What follows belongs to an exercise in optimizing a design on an open flow for small area; a production flow would make more cautious choices.
Only the layout flow was run in this run; the RTL was not checked for function there.
In this run the design's own scripts or RTL, not TritonCTS, make the clock network.
The clock port is modelled as an ideal driver, which makes a skipped or thinned clock tree look cheaper than it is; a real chip needs a root buffer or a tree.
No activity file was given, so power comes from the tool's default toggle rates.

`flow/run.sh`:
```
#!/bin/bash
# Standard synthesis, then the standard layout steps with these changes:
#  - after floorplan, abc's buffers are removed, the logic is remapped for area
#    (restructure) and each logic cell is set to
#    the smallest drive of its family (placement repair upsizes where needed);
#  - the port buffers are the smallest buffer cell;
#  - the clock tree is four clkbuf_8, each driving a quarter of the registers
#    (balanced k-means clusters), fed from the clock port (flow/clock_tree.tcl).
set -uo pipefail
HERE=$(pwd)
bash standard.sh synth > synth.log 2>&1 || exit 1
export REMOVE_ABC_BUFFERS=1
export POST_FLOORPLAN_TCL=$HERE/flow/post_floorplan.tcl
export BUFFER_PORTS_ARGS="-buffer_cell sky130_fd_sc_hd__buf_1"
export PRE_CTS_TCL=$HERE/flow/clock_tree.tcl
export CTS_ARGS="-sink_clustering_enable -repair_clock_nets -dont_use_dummy_load -buf_list sky130_fd_sc_hd__clkbuf_4 -root_buf sky130_fd_sc_hd__clkbuf_4 -sink_clustering_size 20 -sink_clustering_max_diameter 100"
bash standard.sh finish > layout.log 2>&1
```
`flow/clock_tree.tcl`:
```
# Clock tree of K leaf buffers, each driving one k-means cluster of the
# registers, all fed straight from the clock port.
proc my_clock_tree {K master_name} {
  set db [ord::get_db]
  set block [ord::get_db_block]
  set master [$db findMaster $master_name]
  set clk [$block findNet clk_i]
  set sinks {}
  foreach it [$clk getITerms] {
    set inst [$it getInst]
    set xy [$inst getLocation]
    lappend sinks [list $it [expr {[lindex $xy 0] + [[$inst getMaster] getWidth]/2}] [expr {[lindex $xy 1] + [[$inst getMaster] getHeight]/2}]]
  }
  set n [llength $sinks]
  # k-means, seeded with sinks spread through the list sorted by x+y
  set sorted [lsort -real -index 1 $sinks]
  set cents {}
  for {set k 0} {$k < $K} {incr k} {
    set s [lindex $sorted [expr {int(($k + 0.5) * $n / $K)}]]
    lappend cents [list [lindex $s 1] [lindex $s 2]]
  }
  for {set iter 0} {$iter < 50} {incr iter} {
    # balanced assignment: closest (sink, centre) pairs first, at most cap per centre
    set cap [expr {int(ceil(double($n) / $K))}]
    set pairs {}
    set i 0
    foreach s $sinks {
      for {set k 0} {$k < $K} {incr k} {
        set c [lindex $cents $k]
        lappend pairs [list [expr {abs([lindex $s 1]-[lindex $c 0]) + abs([lindex $s 2]-[lindex $c 1])}] $i $k]
      }
      incr i
    }
    set assign [lrepeat $n -1]
    set cnt [lrepeat $K 0]
    foreach p [lsort -real -index 0 $pairs] {
      lassign $p d i k
      if {[lindex $assign $i] >= 0 || [lindex $cnt $k] >= $cap} { continue }
      lset assign $i $k
      lset cnt $k [expr {[lindex $cnt $k] + 1}]
    }
    set newc {}
    for {set k 0} {$k < $K} {incr k} {
      set sx 0; set sy 0; set m 0
      foreach s $sinks a $assign {
        if {$a == $k} { set sx [expr {$sx + [lindex $s 1]}]; set sy [expr {$sy + [lindex $s 2]}]; incr m }
      }
      if {$m > 0} { lappend newc [list [expr {$sx / $m}] [expr {$sy / $m}]] } else { lappend newc [lindex $cents $k] }
    }
    set cents $newc
  }
  for {set k 0} {$k < $K} {incr k} {
    set net [odb::dbNet_create $block "clknet_leaf_$k"]
    $net setSigType CLOCK
    set buf [odb::dbInst_create $block $master "clkbuf_leaf_$k"]
    [$buf findITerm A] connect $clk
    [$buf findITerm X] connect $net
    set c [lindex $cents $k]
    $buf setLocation [expr {int([lindex $c 0])}] [expr {int([lindex $c 1])}]
    $buf setPlacementStatus PLACED
    set m 0
    foreach s $sinks a $assign {
      if {$a == $k} { set it [lindex $s 0]; $it disconnect; $it connect $net; incr m }
    }
    puts "my_clock_tree: clkbuf_leaf_$k drives $m registers"
  }
}

# Used as PRE_CTS_TCL: ORFS's cts.tcl then calls this in place of TritonCTS,
# and goes on with its own placement legalisation and timing repair.
rename clock_tree_synthesis tritoncts_clock_tree_synthesis
proc clock_tree_synthesis {args} {
  my_clock_tree 4 sky130_fd_sc_hd__clkbuf_8
  set_propagated_clock [all_clocks]
}
```
`flow/downsize.tcl`:
```
# Swap each combinational cell for the smallest cell of the same family
# (same function, lower drive); later repair steps upsize where timing,
# slew or capacitance need it.
proc downsize_cells {} {
  set db [ord::get_db]
  set block [ord::get_db_block]
  set saved 0.0
  set n 0
  foreach inst [$block getInsts] {
    set m [$inst getMaster]
    set name [$m getName]
    if {![regexp {^sky130_fd_sc_hd__([a-z0-9]+)_([0-9]+)$} $name -> base drive]} { continue }
    if {[regexp {^(s?e?df|dl|tap|fill|decap|conb|diode|clkbuf|clkdly|dlygate|dlymetal|probe|lpflow)} $base]} { continue }
    set best $name
    set best_area [expr {[$m getWidth] * [$m getHeight]}]
    foreach lc [get_lib_cells */sky130_fd_sc_hd__${base}_*] {
      set cname [get_name $lc]
      if {![regexp "^sky130_fd_sc_hd__${base}_\[0-9\]+\$" $cname]} { continue }
      if {[get_property $lc dont_use]} { continue }
      set cm [$db findMaster $cname]
      if {$cm == "NULL"} { continue }
      set a [expr {[$cm getWidth] * [$cm getHeight]}]
      if {$a < $best_area} { set best $cname; set best_area $a }
    }
    if {$best ne $name} {
      set old [expr {[$m getWidth] * [$m getHeight]}]
      replace_cell [$inst getName] $best
      set saved [expr {$saved + ($old - $best_area) / 1e6}]
      incr n
    }
  }
  puts "downsize_cells: $n cells, [format %.2f $saved] um2 saved"
}
downsize_cells
```
`flow/post_floorplan.tcl`:
```
# After floorplan: remap the logic between registers and ports for area
# (OpenROAD's restructure, which runs abc), then set each logic cell to the
# smallest drive of its family; placement repair upsizes where needed.
set lib [lindex [glob $::env(PLATFORM_DIR)/lib/sky130_fd_sc_hd__tt_025C_1v80.lib] 0]
file mkdir $::env(OBJECTS_DIR)/restructure
restructure -target area -liberty_file $lib \
  -tielo_port sky130_fd_sc_hd__conb_1/LO -tiehi_port sky130_fd_sc_hd__conb_1/HI \
  -work_dir $::env(OBJECTS_DIR)/restructure
source [file join [file dirname [info script]] downsize.tcl]
```
`standard.sh`:
```
#!/bin/bash
# synth_recipe.tcl (not shown) runs the flow's synth.tcl, then flattens the netlist and writes it again
# the make line also repeats each setting of config.mk as NAME=value (left out here)
make -C /OpenROAD-flow-scripts/flow DESIGN_CONFIG=/design/flow/config.mk WORK_HOME=/design/flow/orfs CLKGATE_MAP_FILE= SYNTH_SCRIPT=/design/flow/synth_recipe.tcl "${@:-finish}"
```
`config.mk`:
```
export PLATFORM = sky130hd
export DESIGN_NAME = calc_top
export DESIGN_NICKNAME = calc_top
export VERILOG_FILES = /design/flow/design.v
export SDC_FILE = /design/flow/constraint.sdc
export NUM_CORES = 4
export LEC_CHECK = 0
export ABC_AREA = 1
export CAP_MARGIN = 20
export CORE_MARGIN = 2
export CORE_UTILIZATION = 65
export PLACE_DENSITY = 0.8
export SLEW_MARGIN = 20
```
`constraint.sdc`:
```
create_clock -name core_clock -period 10.0 [get_ports {clk_i}]
set_input_delay 2.0000 -clock core_clock [delete_from_list [all_inputs] [get_ports {clk_i}]]
set_output_delay 2.0000 -clock core_clock [all_outputs]
set_load 0.01 [all_outputs]
```
`design.v`:
```
`timescale 1ns/1ns
package calc_cfg_pkg;
    localparam int DATA_W = 8;
    localparam int REG_DEPTH = 32;
    localparam int ADDR_W = $clog2(REG_DEPTH);
    localparam int SLOT_FIRST = 1;
    localparam int SLOT_LAST_BASE = 28;
    localparam int KEY_W = 4;
    localparam int LED_W = 16;
endpackage
`timescale 1ns/1ns
package calc_ctrl_pkg;
    typedef enum logic [4:0] {
        wait_a    = 5'd0,
        check_a   = 5'd1,
        error_a   = 5'd2,
        store_a   = 5'd3,
        read_a    = 5'd4,
        show_a    = 5'd5,
        wait_op   = 5'd6,
        check_op  = 5'd7,
        error_op  = 5'd8,
        hold_op   = 5'd9,
        wait_b    = 5'd10,
        check_b   = 5'd11,
        error_b   = 5'd12,
        store_b   = 5'd13,
        read_b    = 5'd14,
        show_b    = 5'd15,
        wait_ent  = 5'd16,
        check_ent = 5'd17,
        error_ent = 5'd18,
        load      = 5'd19,
        compute   = 5'd20,
        store_res = 5'd21,
        read_res  = 5'd22,
        show_res  = 5'd23,
        next      = 5'd24
    } calc_step_e;
    localparam logic [3:0] key_max_digit = 4'd9;
    localparam logic [3:0] key_enter = 4'd15;
    typedef enum logic [3:0] {
        op_add = 4'd10,
        op_sub = 4'd11,
        op_and = 4'd12,
        op_or  = 4'd13,
        op_xor = 4'd14
    } alu_op_e;
endpackage
`timescale 1ns/1ns
`timescale 1ns/1ns
`timescale 1ns/1ns
`timescale 1ns/1ns
module calc_top(clk_i, reset_i, key_i, key_valid_i, led_o, disp_we_o, disp_data_o);
  input clk_i;
  wire clk_i;
  input reset_i;
  wire reset_i;
  input [3:0] key_i;
  wire [3:0] key_i;
  input key_valid_i;
  wire key_valid_i;
  output [15:0] led_o;
  wire [15:0] led_o;
  output disp_we_o;
  wire disp_we_o;
  output [7:0] disp_data_o;
  wire [7:0] disp_data_o;
  wire _000_;
  wire _001_;
  wire _002_;
  wire _003_;
  wire _004_;
  wire _005_;
  wire _006_;
  wire _007_;
  wire _008_;
  wire _009_;
  wire _010_;
  wire _011_;
  wire _012_;
  wire _013_;
  wire _014_;
  wire _015_;
  wire _016_;
  wire _017_;
  wire _018_;
  wire _019_;
  wire _020_;
  wire _021_;
  wire _022_;
  wire _023_;
  wire _024_;
  wire _025_;
  wire _026_;
  wire _027_;
  wire _028_;
  wire _029_;
  wire _030_;
  wire _031_;
  wire _032_;
  wire _033_;
  wire _034_;
  wire _035_;
  wire _036_;
  wire _037_;
  wire _038_;
  wire _039_;
  wire _040_;
  wire _041_;
  wire _042_;
  wire _043_;
  wire _044_;
  wire _045_;
  wire _046_;
  wire _047_;
  wire _048_;
  wire _049_;
  wire _050_;
  wire _051_;
  wire _052_;
  wire _053_;
  wire _054_;
  wire _055_;
  wire _056_;
  wire _057_;
  wire _058_;
  wire _059_;
  wire _060_;
  wire _061_;
  wire _062_;
  wire _063_;
  wire _064_;
  wire _065_;
  wire _066_;
  wire _067_;
  wire _068_;
  wire _069_;
  wire _070_;
  wire _071_;
  wire _072_;
  wire _073_;
  wire _074_;
  wire _075_;
  wire _076_;
  wire _077_;
  wire _078_;
  wire _079_;
  wire _080_;
  wire _081_;
  wire _082_;
  wire _083_;
  wire _084_;
  wire _085_;
  wire _086_;
  wire _087_;
  wire _088_;
  wire _089_;
  wire _090_;
  wire _091_;
  wire _092_;
  wire _093_;
  wire _094_;
  wire _095_;
  wire _096_;
  wire _097_;
  wire _098_;
  wire _099_;
  wire _100_;
  wire _101_;
  wire _102_;
  wire _103_;
  wire _104_;
  wire _105_;
  wire _106_;
  wire _107_;
  wire _108_;
  wire _109_;
  wire _110_;
  wire _111_;
  wire _112_;
  wire _113_;
  wire _114_;
  wire _115_;
  wire _116_;
  wire _117_;
  wire _118_;
  wire _119_;
  wire _120_;
  wire _121_;
  wire _122_;
  wire _123_;
  wire _124_;
  wire _125_;
  wire _126_;
  wire _127_;
  wire _128_;
  wire _129_;
  wire _130_;
  wire _131_;
  wire _132_;
  wire _133_;
  wire _134_;
  wire _135_;
  wire _136_;
  wire _137_;
  wire [3:0] _138_;
  wire [3:0] _139_;
  wire a_load;
  reg [3:0] a_q;
  reg ent_q;
  reg [3:0] fill_q;
  wire is_next;
  reg [3:0] key_q;
  wire op_load;
  reg [2:0] op_q;
  wire op_shown;
  reg [3:0] \ring_q[0] ;
  reg [3:0] \ring_q[1] ;
  reg [3:0] \ring_q[2] ;
  reg [3:0] \ring_q[3] ;
  reg [3:0] \ring_q[4] ;
  reg [3:0] \ring_q[5] ;
  reg [3:0] \ring_q[6] ;
  reg [3:0] \ring_q[7] ;
  reg [3:0] \ring_q[8] ;
  reg [3:0] \ring_q[9] ;
  wire [4:0] step_d;
  assign _033_ = 4'h1 >> { _032_, _027_ };
  assign _034_ = 4'h8 >> { _031_, _027_ };
  assign disp_data_o[1] = 4'he >> { _034_, _033_ };
  assign _035_ = 4'h8 >> { _017_, \ring_q[0] [0] };
  assign _036_ = 4'h4 >> { _006_, a_q[0] };
  assign _037_ = 4'h8 >> { key_q[0], a_q[0] };
  assign _038_ = 4'h4 >> { _037_, _005_ };
  assign _039_ = 4'h1 >> { _038_, _036_ };
  assign _040_ = 4'h2 >> { _039_, _133_ };
  assign _041_ = 4'h8 >> { _133_, a_q[0] };
  assign _042_ = 4'h4 >> { _041_, _006_ };
  assign _043_ = 4'h1 >> { _042_, key_q[0] };
  assign _044_ = 4'h1 >> { _043_, _016_ };
  assign _045_ = 4'h4 >> { _044_, _040_ };
  assign disp_data_o[0] = 4'he >> { _045_, _035_ };
  assign _046_ = 4'h8 >> { fill_q[0], fill_q[1] };
  assign _047_ = 4'h8 >> { _046_, fill_q[2] };
  assign _048_ = 4'h1 >> { _046_, fill_q[2] };
  assign _139_[2] = 4'h1 >> { _048_, _047_ };
  assign _049_ = 4'h1 >> { _047_, fill_q[3] };
  assign _050_ = 4'h8 >> { _047_, fill_q[3] };
  assign _139_[3] = 4'h1 >> { _050_, _049_ };
  assign _051_ = 4'h1 >> { fill_q[0], fill_q[1] };
  assign _139_[1] = 4'h1 >> { _051_, _046_ };
  assign _052_ = 4'h1 >> { _013_, _132_ };
  assign _053_ = 4'h1 >> { _052_, led_o[11] };
  assign _054_ = 4'h1 >> { led_o[11], led_o[14] };
  assign _055_ = 4'h2 >> { _134_, led_o[12] };
  assign _056_ = 4'h1 >> { _055_, _054_ };
  assign step_d[1] = 4'he >> { _056_, _053_ };
  assign _001_ = 4'h2 >> { _011_, is_next };
  assign op_load = 4'h1 >> { led_o[14], led_o[15] };
  assign _057_ = 4'h8 >> { led_o[13], led_o[11] };
  assign _058_ = 4'h1 >> { _133_, _101_ };
  assign _059_ = 4'h1 >> { _058_, key_valid_i };
  assign _060_ = 4'h1 >> { _059_, _057_ };
  assign _061_ = 4'h8 >> { led_o[11], led_o[15] };
  assign _062_ = 4'h2 >> { _061_, _012_ };
  assign _063_ = 4'h2 >> { _062_, _052_ };
  assign _064_ = 4'h1 >> { key_q[1], key_q[2] };
  assign _065_ = 4'h8 >> { key_q[3], led_o[11] };
  assign _066_ = 4'h4 >> { _065_, _064_ };
  assign _067_ = 4'h1 >> { _066_, _063_ };
  assign _068_ = 4'h4 >> { ent_q, led_o[12] };
  assign _069_ = 4'h8 >> { _068_, _061_ };
  assign _070_ = 4'h1 >> { _069_, _067_ };
  assign _071_ = 4'h2 >> { _070_, _060_ };
  assign _072_ = 4'h8 >> { key_q[1], key_q[2] };
  assign _073_ = 4'h8 >> { _072_, key_q[0] };
  assign _074_ = 4'h2 >> { _073_, _066_ };
  assign _075_ = 4'h1 >> { _074_, led_o[15] };
  assign _076_ = 4'h2 >> { _075_, _133_ };
  assign step_d[0] = 4'he >> { _076_, _071_ };
  assign _077_ = 4'h1 >> { _058_, led_o[15] };
  assign _002_ = 4'h8 >> { _077_, _060_ };
  assign _078_ = 4'h2 >> { _133_, led_o[15] };
  assign _079_ = 4'h2 >> { _078_, led_o[11] };
  assign disp_we_o = 4'h4 >> { _079_, _016_ };
  assign _080_ = 4'h2 >> { disp_we_o, led_o[14] };
  assign step_d[4] = 4'h1 >> { _080_, op_load };
  assign _081_ = 4'h4 >> { _063_, led_o[11] };
  assign led_o[0] = 4'he >> { _081_, is_next };
  assign _082_ = 4'h1 >> { _057_, _101_ };
  assign _083_ = 4'h2 >> { _082_, _056_ };
  assign _084_ = 4'h4 >> { _082_, _056_ };
  assign step_d[2] = 4'he >> { _084_, _083_ };
  assign _085_ = 4'h1 >> { _057_, _103_ };
  assign _086_ = 4'h4 >> { _057_, _014_ };
  assign step_d[3] = 4'h1 >> { _086_, _085_ };
  assign _087_ = 4'h8 >> { op_shown, op_q[2] };
  assign led_o[8] = 4'he >> { _087_, is_next };
  assign disp_data_o[5] = 4'h8 >> { disp_data_o[4], op_q[0] };
  assign _088_ = 4'h1 >> { _131_, _126_ };
  assign _089_ = 4'h1 >> { _088_, a_q[3] };
  assign _090_ = 4'h8 >> { _088_, a_q[3] };
  assign _091_ = 4'h2 >> { _090_, _007_ };
  assign _092_ = 4'h4 >> { _091_, _089_ };
  assign _093_ = 4'h8 >> { _017_, \ring_q[0] [3] };
  assign _094_ = 4'h8 >> { _005_, a_q[3] };
  assign _095_ = 4'h2 >> { _094_, _133_ };
  assign _096_ = 4'h2 >> { _095_, key_q[3] };
  assign _097_ = 4'h4 >> { _096_, _016_ };
  assign _098_ = 4'h1 >> { _097_, _093_ };
  assign disp_data_o[3] = 4'hb >> { _098_, _092_ };
  assign a_load = 4'h4 >> { op_load, led_o[12] };
  assign _099_ = 4'h8 >> { key_i[0], key_i[1] };
  assign _100_ = 4'h8 >> { key_i[2], key_i[3] };
  assign _000_ = 4'h8 >> { _100_, _099_ };
  assign _138_[0] = 2'h1 >> fill_q[0];
  assign is_next = 4'h8 >> { led_o[14], led_o[15] };
  assign _101_ = 4'h1 >> { led_o[13], led_o[11] };
  assign _102_ = 4'h4 >> { _101_, led_o[12] };
  assign _103_ = 4'h2 >> { _102_, led_o[14] };
  assign op_shown = 4'he >> { _103_, led_o[15] };
  assign _104_ = 4'h8 >> { op_shown, op_q[1] };
  assign led_o[7] = 4'he >> { _104_, is_next };
  assign _105_ = 4'h8 >> { op_shown, op_q[0] };
  assign led_o[6] = 4'he >> { _105_, is_next };
  assign _106_ = 4'h1 >> { op_q[2], op_q[0] };
  assign _107_ = 4'h2 >> { _106_, a_q[0] };
  assign _108_ = 4'h2 >> { op_q[2], op_q[0] };
  assign _109_ = 4'h1 >> { _108_, a_q[0] };
  assign _110_ = 4'h2 >> { _109_, key_q[0] };
  assign _111_ = 4'h4 >> { _110_, _107_ };
  assign _112_ = 4'h1 >> { _111_, key_q[1] };
  assign _113_ = 4'h8 >> { _111_, key_q[1] };
  assign _114_ = 4'h4 >> { _108_, a_q[1] };
  assign _115_ = 4'h8 >> { _106_, a_q[1] };
  assign _116_ = 4'h1 >> { _115_, _114_ };
  assign _117_ = 4'h4 >> { _116_, _113_ };
  assign _118_ = 4'h1 >> { _117_, _112_ };
  assign _119_ = 4'h8 >> { _118_, key_q[2] };
  assign _120_ = 4'h1 >> { _118_, key_q[2] };
  assign _121_ = 4'h4 >> { _108_, a_q[2] };
  assign _122_ = 4'h8 >> { _106_, a_q[2] };
  assign _123_ = 4'h1 >> { _122_, _121_ };
  assign _124_ = 4'h1 >> { _123_, _120_ };
  assign _125_ = 4'h1 >> { _124_, _119_ };
  assign _126_ = 4'h2 >> { _125_, key_q[3] };
  assign _127_ = 4'h1 >> { _108_, a_q[3] };
  assign _128_ = 4'h2 >> { _106_, a_q[3] };
  assign _129_ = 4'h1 >> { _128_, _127_ };
  assign _130_ = 4'h1 >> { _129_, _126_ };
  assign _131_ = 4'h4 >> { _125_, key_q[3] };
  assign _132_ = 4'h8 >> led_o[13:12];
  assign _133_ = 4'h4 >> { _132_, led_o[14] };
  assign _134_ = 4'h8 >> { _133_, led_o[15] };
  assign _135_ = 4'h4 >> { _134_, _131_ };
  assign disp_data_o[4] = 4'h4 >> { _135_, _130_ };
  assign _136_ = 4'h2 >> { key_q[2], a_q[2] };
  assign _137_ = 4'h4 >> { key_q[2], a_q[2] };
  assign _003_ = 4'h1 >> { _137_, _136_ };
  assign _004_ = 4'h2 >> { _003_, _118_ };
  assign _005_ = 4'h4 >> op_q[2:1];
  assign _006_ = 4'h4 >> { _005_, op_q[0] };
  assign _007_ = 4'h2 >> { _006_, _134_ };
  assign _008_ = 4'h4 >> { _003_, _118_ };
  assign _009_ = 4'h2 >> { _008_, _007_ };
  assign _010_ = 4'h4 >> { _009_, _004_ };
  assign _011_ = 4'h8 >> { fill_q[1], fill_q[3] };
  assign _012_ = 4'h1 >> { led_o[12], led_o[14] };
  assign _013_ = 4'h8 >> { led_o[12], led_o[14] };
  assign _014_ = 4'h1 >> { _013_, _012_ };
  assign _015_ = 4'h2 >> { _014_, led_o[13] };
  assign _016_ = 4'h1 >> { _015_, led_o[15] };
  assign _017_ = 4'h8 >> { _016_, _011_ };
  assign _018_ = 4'h8 >> { _017_, \ring_q[0] [2] };
  assign _019_ = 4'h8 >> { _005_, a_q[2] };
  assign _020_ = 4'h2 >> { _019_, _133_ };
  assign _021_ = 4'h2 >> { _020_, key_q[2] };
  assign _022_ = 4'h4 >> { _021_, _016_ };
  assign _023_ = 4'h1 >> { _022_, _018_ };
  assign disp_data_o[2] = 4'hb >> { _023_, _010_ };
  assign _024_ = 4'h8 >> { _017_, \ring_q[0] [1] };
  assign _025_ = 4'h4 >> { _007_, _112_ };
  assign _026_ = 4'h4 >> { _025_, _113_ };
  assign _027_ = 4'h1 >> { _026_, _024_ };
  assign _028_ = 4'h1 >> { _007_, key_q[1] };
  assign _029_ = 4'h4 >> { _133_, a_q[1] };
  assign _030_ = 4'h1 >> { _029_, _016_ };
  assign _031_ = 4'h4 >> { _030_, _028_ };
  assign _032_ = 4'h4 >> { _031_, _005_ };
  always @(posedge clk_i)
    if (is_next) \ring_q[6] [0] <= \ring_q[7] [0];
  always @(posedge clk_i)
    if (is_next) \ring_q[6] [1] <= \ring_q[7] [1];
  always @(posedge clk_i)
    if (is_next) \ring_q[6] [2] <= \ring_q[7] [2];
  always @(posedge clk_i)
    if (is_next) \ring_q[6] [3] <= \ring_q[7] [3];
  always @(posedge clk_i)
    if (is_next) \ring_q[5] [0] <= \ring_q[6] [0];
  always @(posedge clk_i)
    if (is_next) \ring_q[5] [1] <= \ring_q[6] [1];
  always @(posedge clk_i)
    if (is_next) \ring_q[5] [2] <= \ring_q[6] [2];
  always @(posedge clk_i)
    if (is_next) \ring_q[5] [3] <= \ring_q[6] [3];
  always @(posedge clk_i)
    if (is_next) \ring_q[4] [0] <= \ring_q[5] [0];
  always @(posedge clk_i)
    if (is_next) \ring_q[4] [1] <= \ring_q[5] [1];
  always @(posedge clk_i)
    if (is_next) \ring_q[4] [2] <= \ring_q[5] [2];
  always @(posedge clk_i)
    if (is_next) \ring_q[4] [3] <= \ring_q[5] [3];
  always @(posedge clk_i)
    if (is_next) \ring_q[3] [0] <= \ring_q[4] [0];
  always @(posedge clk_i)
    if (is_next) \ring_q[3] [1] <= \ring_q[4] [1];
  always @(posedge clk_i)
    if (is_next) \ring_q[3] [2] <= \ring_q[4] [2];
  always @(posedge clk_i)
    if (is_next) \ring_q[3] [3] <= \ring_q[4] [3];
  always @(posedge clk_i)
    if (is_next) \ring_q[2] [0] <= \ring_q[3] [0];
  always @(posedge clk_i)
    if (is_next) \ring_q[2] [1] <= \ring_q[3] [1];
  always @(posedge clk_i)
    if (is_next) \ring_q[2] [2] <= \ring_q[3] [2];
  always @(posedge clk_i)
    if (is_next) \ring_q[2] [3] <= \ring_q[3] [3];
  always @(posedge clk_i)
    if (is_next) \ring_q[1] [0] <= \ring_q[2] [0];
  always @(posedge clk_i)
    if (is_next) \ring_q[1] [1] <= \ring_q[2] [1];
  always @(posedge clk_i)
    if (is_next) \ring_q[1] [2] <= \ring_q[2] [2];
  always @(posedge clk_i)
    if (is_next) \ring_q[1] [3] <= \ring_q[2] [3];
  always @(posedge clk_i)
    if (is_next) \ring_q[0] [0] <= \ring_q[1] [0];
  always @(posedge clk_i)
    if (is_next) \ring_q[0] [1] <= \ring_q[1] [1];
  always @(posedge clk_i)
    if (is_next) \ring_q[0] [2] <= \ring_q[1] [2];
  always @(posedge clk_i)
    if (is_next) \ring_q[0] [3] <= \ring_q[1] [3];
  always @(posedge clk_i)
    if (op_load) op_q[0] <= key_q[0];
  always @(posedge clk_i)
    if (op_load) op_q[1] <= key_q[1];
  always @(posedge clk_i)
    if (op_load) op_q[2] <= key_q[2];
  always @(posedge clk_i, posedge reset_i)
    if (reset_i) fill_q[0] <= 1'h0;
    else if (_001_) fill_q[0] <= _138_[0];
  always @(posedge clk_i, posedge reset_i)
    if (reset_i) fill_q[1] <= 1'h0;
    else if (_001_) fill_q[1] <= _139_[1];
  always @(posedge clk_i, posedge reset_i)
    if (reset_i) fill_q[2] <= 1'h0;
    else if (_001_) fill_q[2] <= _139_[2];
  always @(posedge clk_i, posedge reset_i)
    if (reset_i) fill_q[3] <= 1'h0;
    else if (_001_) fill_q[3] <= _139_[3];
  always @(posedge clk_i)
    if (a_load) a_q[0] <= key_q[0];
  always @(posedge clk_i)
    if (a_load) a_q[1] <= key_q[1];
  always @(posedge clk_i)
    if (a_load) a_q[2] <= key_q[2];
  always @(posedge clk_i)
    if (a_load) a_q[3] <= key_q[3];
  always @(posedge clk_i)
    if (_002_) key_q[0] <= key_i[0];
  always @(posedge clk_i)
    if (_002_) key_q[1] <= key_i[1];
  always @(posedge clk_i)
    if (_002_) key_q[2] <= key_i[2];
  always @(posedge clk_i)
    if (_002_) key_q[3] <= key_i[3];
  always @(posedge clk_i)
    if (is_next) \ring_q[9] [0] <= key_q[0];
  always @(posedge clk_i)
    if (is_next) \ring_q[9] [1] <= key_q[1];
  always @(posedge clk_i)
    if (is_next) \ring_q[9] [2] <= key_q[2];
  always @(posedge clk_i)
    if (is_next) \ring_q[9] [3] <= key_q[3];
  always @(posedge clk_i)
    if (is_next) \ring_q[7] [0] <= \ring_q[8] [0];
  always @(posedge clk_i)
    if (is_next) \ring_q[7] [1] <= \ring_q[8] [1];
  always @(posedge clk_i)
    if (is_next) \ring_q[7] [2] <= \ring_q[8] [2];
  always @(posedge clk_i)
    if (is_next) \ring_q[7] [3] <= \ring_q[8] [3];
  always @(posedge clk_i)
    if (is_next) \ring_q[8] [0] <= \ring_q[9] [0];
  always @(posedge clk_i)
    if (is_next) \ring_q[8] [1] <= \ring_q[9] [1];
  always @(posedge clk_i)
    if (is_next) \ring_q[8] [2] <= \ring_q[9] [2];
  always @(posedge clk_i)
    if (is_next) \ring_q[8] [3] <= \ring_q[9] [3];
  reg \led_o_reg[11] ;
  always @(posedge clk_i, posedge reset_i)
    if (reset_i) \led_o_reg[11]  <= 1'h0;
    else \led_o_reg[11]  <= step_d[0];
  assign led_o[11] = \led_o_reg[11] ;
  reg \led_o_reg[12] ;
  always @(posedge clk_i, posedge reset_i)
    if (reset_i) \led_o_reg[12]  <= 1'h0;
    else \led_o_reg[12]  <= step_d[1];
  assign led_o[12] = \led_o_reg[12] ;
  reg \led_o_reg[13] ;
  always @(posedge clk_i, posedge reset_i)
    if (reset_i) \led_o_reg[13]  <= 1'h0;
    else \led_o_reg[13]  <= step_d[2];
  assign led_o[13] = \led_o_reg[13] ;
  reg \led_o_reg[14] ;
  always @(posedge clk_i, posedge reset_i)
    if (reset_i) \led_o_reg[14]  <= 1'h0;
    else \led_o_reg[14]  <= step_d[3];
  assign led_o[14] = \led_o_reg[14] ;
  reg \led_o_reg[15] ;
  always @(posedge clk_i, posedge reset_i)
    if (reset_i) \led_o_reg[15]  <= 1'h0;
    else \led_o_reg[15]  <= step_d[4];
  assign led_o[15] = \led_o_reg[15] ;
  always @(posedge clk_i)
    ent_q <= _000_;
  assign _139_[0] = _138_[0];
  assign _138_[3:1] = fill_q[3:1];
  assign disp_data_o[7:6] = { disp_data_o[5], disp_data_o[5] };
  assign { led_o[10:9], led_o[5:1] } = { is_next, op_shown, is_next, is_next, is_next, is_next, is_next };
endmodule
```
==> results.txt <==
==> power groups by stage <==
| stage | clock [W] | combinational (W) | sequential, W |
|---|---|---|---|
| floorplan | 0 | 0.000225 | 0.000422 |
| global placement | 0 | 0.000302 | 0.000450 |
| detailed placement | 0 | 0.000314 | 0.000454 |
| CTS | 0.0000962 | 0.000314 | 0.000450 |
| global route | 0.000104 | 0.000348 | 0.000459 |
| finish | 0.0000927 | 0.000315 | 0.000450 |
==> logic make-up (layout without fill, tap and decap cells) <==
| group | Yosys count | in the layout | synth area share, % |
|---|---|---|---|
| DFF | 61 | 61 | 67.0 |
| buffers and inverters | 37 | 62 | 7.60 |
| and+or+nand+nor | 80 | 36 | 13.9 |
| adders and majority gates | 8 | 0 | 3.78 |
| muxes | 2 | 1 | 0.850 |
| xor gates and xnor gates | 4 | 1 | 1.32 |
| AOI/OAI and AO/OA | 24 | 42 | 5.48 |
==> per-stage QoR <==
stage / hold WS, ns / setup slack, ns / utilization, % / area, sq um / instances
floorplan: 0.400 / 5.69 / - / 2530 / 201
global placement: 0.402 / 5.53 / 64.6 / 2560 / 249
global route: 0.426 / 5.03 / 66.0 / 2620 / 253
CTS: 0.416 / 5.28 / 66.0 / 2620 / 253
finish: 0.411 / 5.21 / 66.0 / 2620 / 253
detailed placement: 0.405 / 5.47 / 64.6 / 2560 / 249
==> area by class of cell <==
type | instances | area, sq um
sequential | 61 | 1780
fill | 287 | 1350
multi-input combinational | 80 | 504
timing repair buffer | 32 | 124
inverter | 26 | 97.6
tap | 50 | 62.6
buffer | 4 | 55.1
==> how the worst min path moves through the flow <==
stage	startpoint	endpoint
floorplan	ring_q[1][0]	ring_q[0][0]
global placement	ring_q[5][2]	ring_q[4][2]
detailed placement	ring_q[5][2]	ring_q[4][2]
CTS	ring_q[9][2]	ring_q[8][2]
global route	ring_q[9][2]	ring_q[8][2]
finish	ring_q[9][2]	ring_q[8][2]
==> worst max-delay path: cells and delay by family (launching register included) <==
family | cells | cell delay, ns
AND/OR/NAND/NOR | 2 | 1.01
buffers and inverters | 3 | 0.77
flip-flops | 1 | 0.45
AO/OA/AOI/OAI | 2 | 0.43
==> metal layers <==
layer | part of all wire, % | vias to the layer above | GRT usage [%]
li1 | - | 711 | -
met1 | 45 | 713 | 27.7
met2 | 48 | 44 | 31.9
met3 | 5.1 | 8 | 1.48
met4 | 1.4 | 0 | 2.75
met5 | 0 | - | 0
==> Yosys cell counts, drive strengths merged, types with 2 or more instances <==
cell	count	area (sq um)
edfxtp	51	1530
nand2	43	179
inv	22	82.6
nor2	20	103
buf	14	105
o21ai	12	75.1
nand3	10	50.1
dfrtp	9	225
a21oi	8	40.0
ha	8	100
nor3	5	25.0
xnor2	4	35.0
o211ai	3	22.5
mux2	2	22.5
nor4	2	12.5
==> impl_metrics.tcl <==
set metrics [dict create \
    worstPathArrival_ns 2.79 \
    comb_power_share_pct 36.7 \
    synth_cell_types 25 \
    fin_nets 212 \
    clk_pin_slew_ns 0.09 \
    rr_worst_depth 3 \
    area_growth_pct -1.13 \
    worst_path_max_delay_cell "nor3_1" \
    ctsResizeCount 0 \
    cp-start-kind "flop" \
    viasPerCell 5.83 \
    clk_latency_ns 0.16 \
    synthesis.instances 216 \
    final_common_cell "edfxtp_1" \
    cp.required_ns 8.00 \
    fp.dieArea_sq_um 4600 \
    worstMarginPinSlew_ns 0.635 \
    pwr-share-seq_pct 52.5 \
    postRouteAntennaNets 0 \
    p_leak_nw 0.849 \
    setup.worst_path.end "disp_data_o[1]" \
    status "timing/DRC/antenna clean" \
    p_sw_w 0.000323 \
    rows 23 \
    worstSetupPathType "flop to output pin" \
    ctsHoldBuffers 0 \
    grt_max_degree 29 \
    port_buffers 31 \
    gp_congestion 0.998 \
    dr_total_vias 1476 \
    pin_count 32 \
    reg2reg_to "ring_q[6][1]" \
    initial_core_util_pct 66.7 \
    dp_hpwl_microns 3060 \
    antenna_found_initial 0 \
    routed_wl_microns 4210 \
    overflow 0 \
    synthFlopType "edfxtp_1" \
    synth_warnings 1 \
    core_region_area_sq_um 3970 \
    synth_edf_count 51 \
    worst_hold_path_type "flop to flop" \
    grt_pass1_wl_microns 6610 \
    fin_tns_setup_ns 0 \
    drive_above_1_share_pct 2.96 \
    drtIter0Drc 115 \
    grt_setup_unrepaired "no" \
    min_delay_path_depth 0 \
    reg2reg_slack_ns 7.88 \
    setup_violations 0 \
    grt_pass1_vias 1354 \
    finalCritPeriodShare_pct 47.9 \
    ys_async_sr_fraction_pct 14.8 \
    post_cts_buffers 0 \
    fin_skew_ns 0.0218 \
    cp-end-kind "output pin" \
    netlist_area_sq_um 2650 \
    total_power_w 0.000858 \
    relSlewSlack_pct 57.6 \
    p_int_w 0.000535 \
    p_sw_share_pct 37.6 \
    die_h_microns 67.9 \
    grtUsageTotal_pct 18.8 \
    wl_per_cell_microns 16.7 \
    path_cells "clkinv_1, nor3_1, clkinv_1, nor3_1, a32oi_1, o22ai_1, buf_1" \
    syn_area_per_cell_sq_um 12.3 \
    cap_violations 0 \
    max_freq_mhz 209 \
    drc 0 \
    period_needed_ns 4.79 \
    layout_common_cells "edfxtp_1 (51), buf_1 (31), clkinv_1 (26)" \
    largest_reg_flops 40 \
    dr.pass1.iters 4 \
    vdd_drop_max_uv 312 \
    num_antenna_cells 0 \
    die_w_microns 67.9 \
    seq_area_frac_synth_pct 67.0 \
    regMostFlops "ring_q" \
    critical_path.max_fanout 9 \
    synth_seq_cells 61 \
    hold_viol_final 0 \
    drv_slew 0 \
    clkPwrFrac_pct 10.8 \
    cpPeakStageDelay_ns 0.59 \
    startpoint "led_o_reg[12]" \
    p_per_area_nw_per_um2 327 \
]

-- separate check: timing with driven ports --
In the flow no input, the clock included, has a driving cell. The finished layout below was timed again as built, in two steps.
Step 1: set_driving_cell puts a clkbuf_16 on clk_i and a buf_2 on each other input, an assumption about the parent block.
Step 2 times the ports against the registers' clock, not the clock port: input delays grow and output delays shrink by t, the midpoint of the rising clock arrivals with the driver on.
Slacks: ideal ports / drivers / drivers and shift; pairs: ideal ports / drivers.
t (ns): 0.198
setup WS [ns]: 5.209 / 5.157 / 5.355
worst setup path at the end: register to output
After both steps this run still meets setup and hold. The setup slack of this run moves by -0.052 ns with the drivers and by +0.146 ns with both steps.
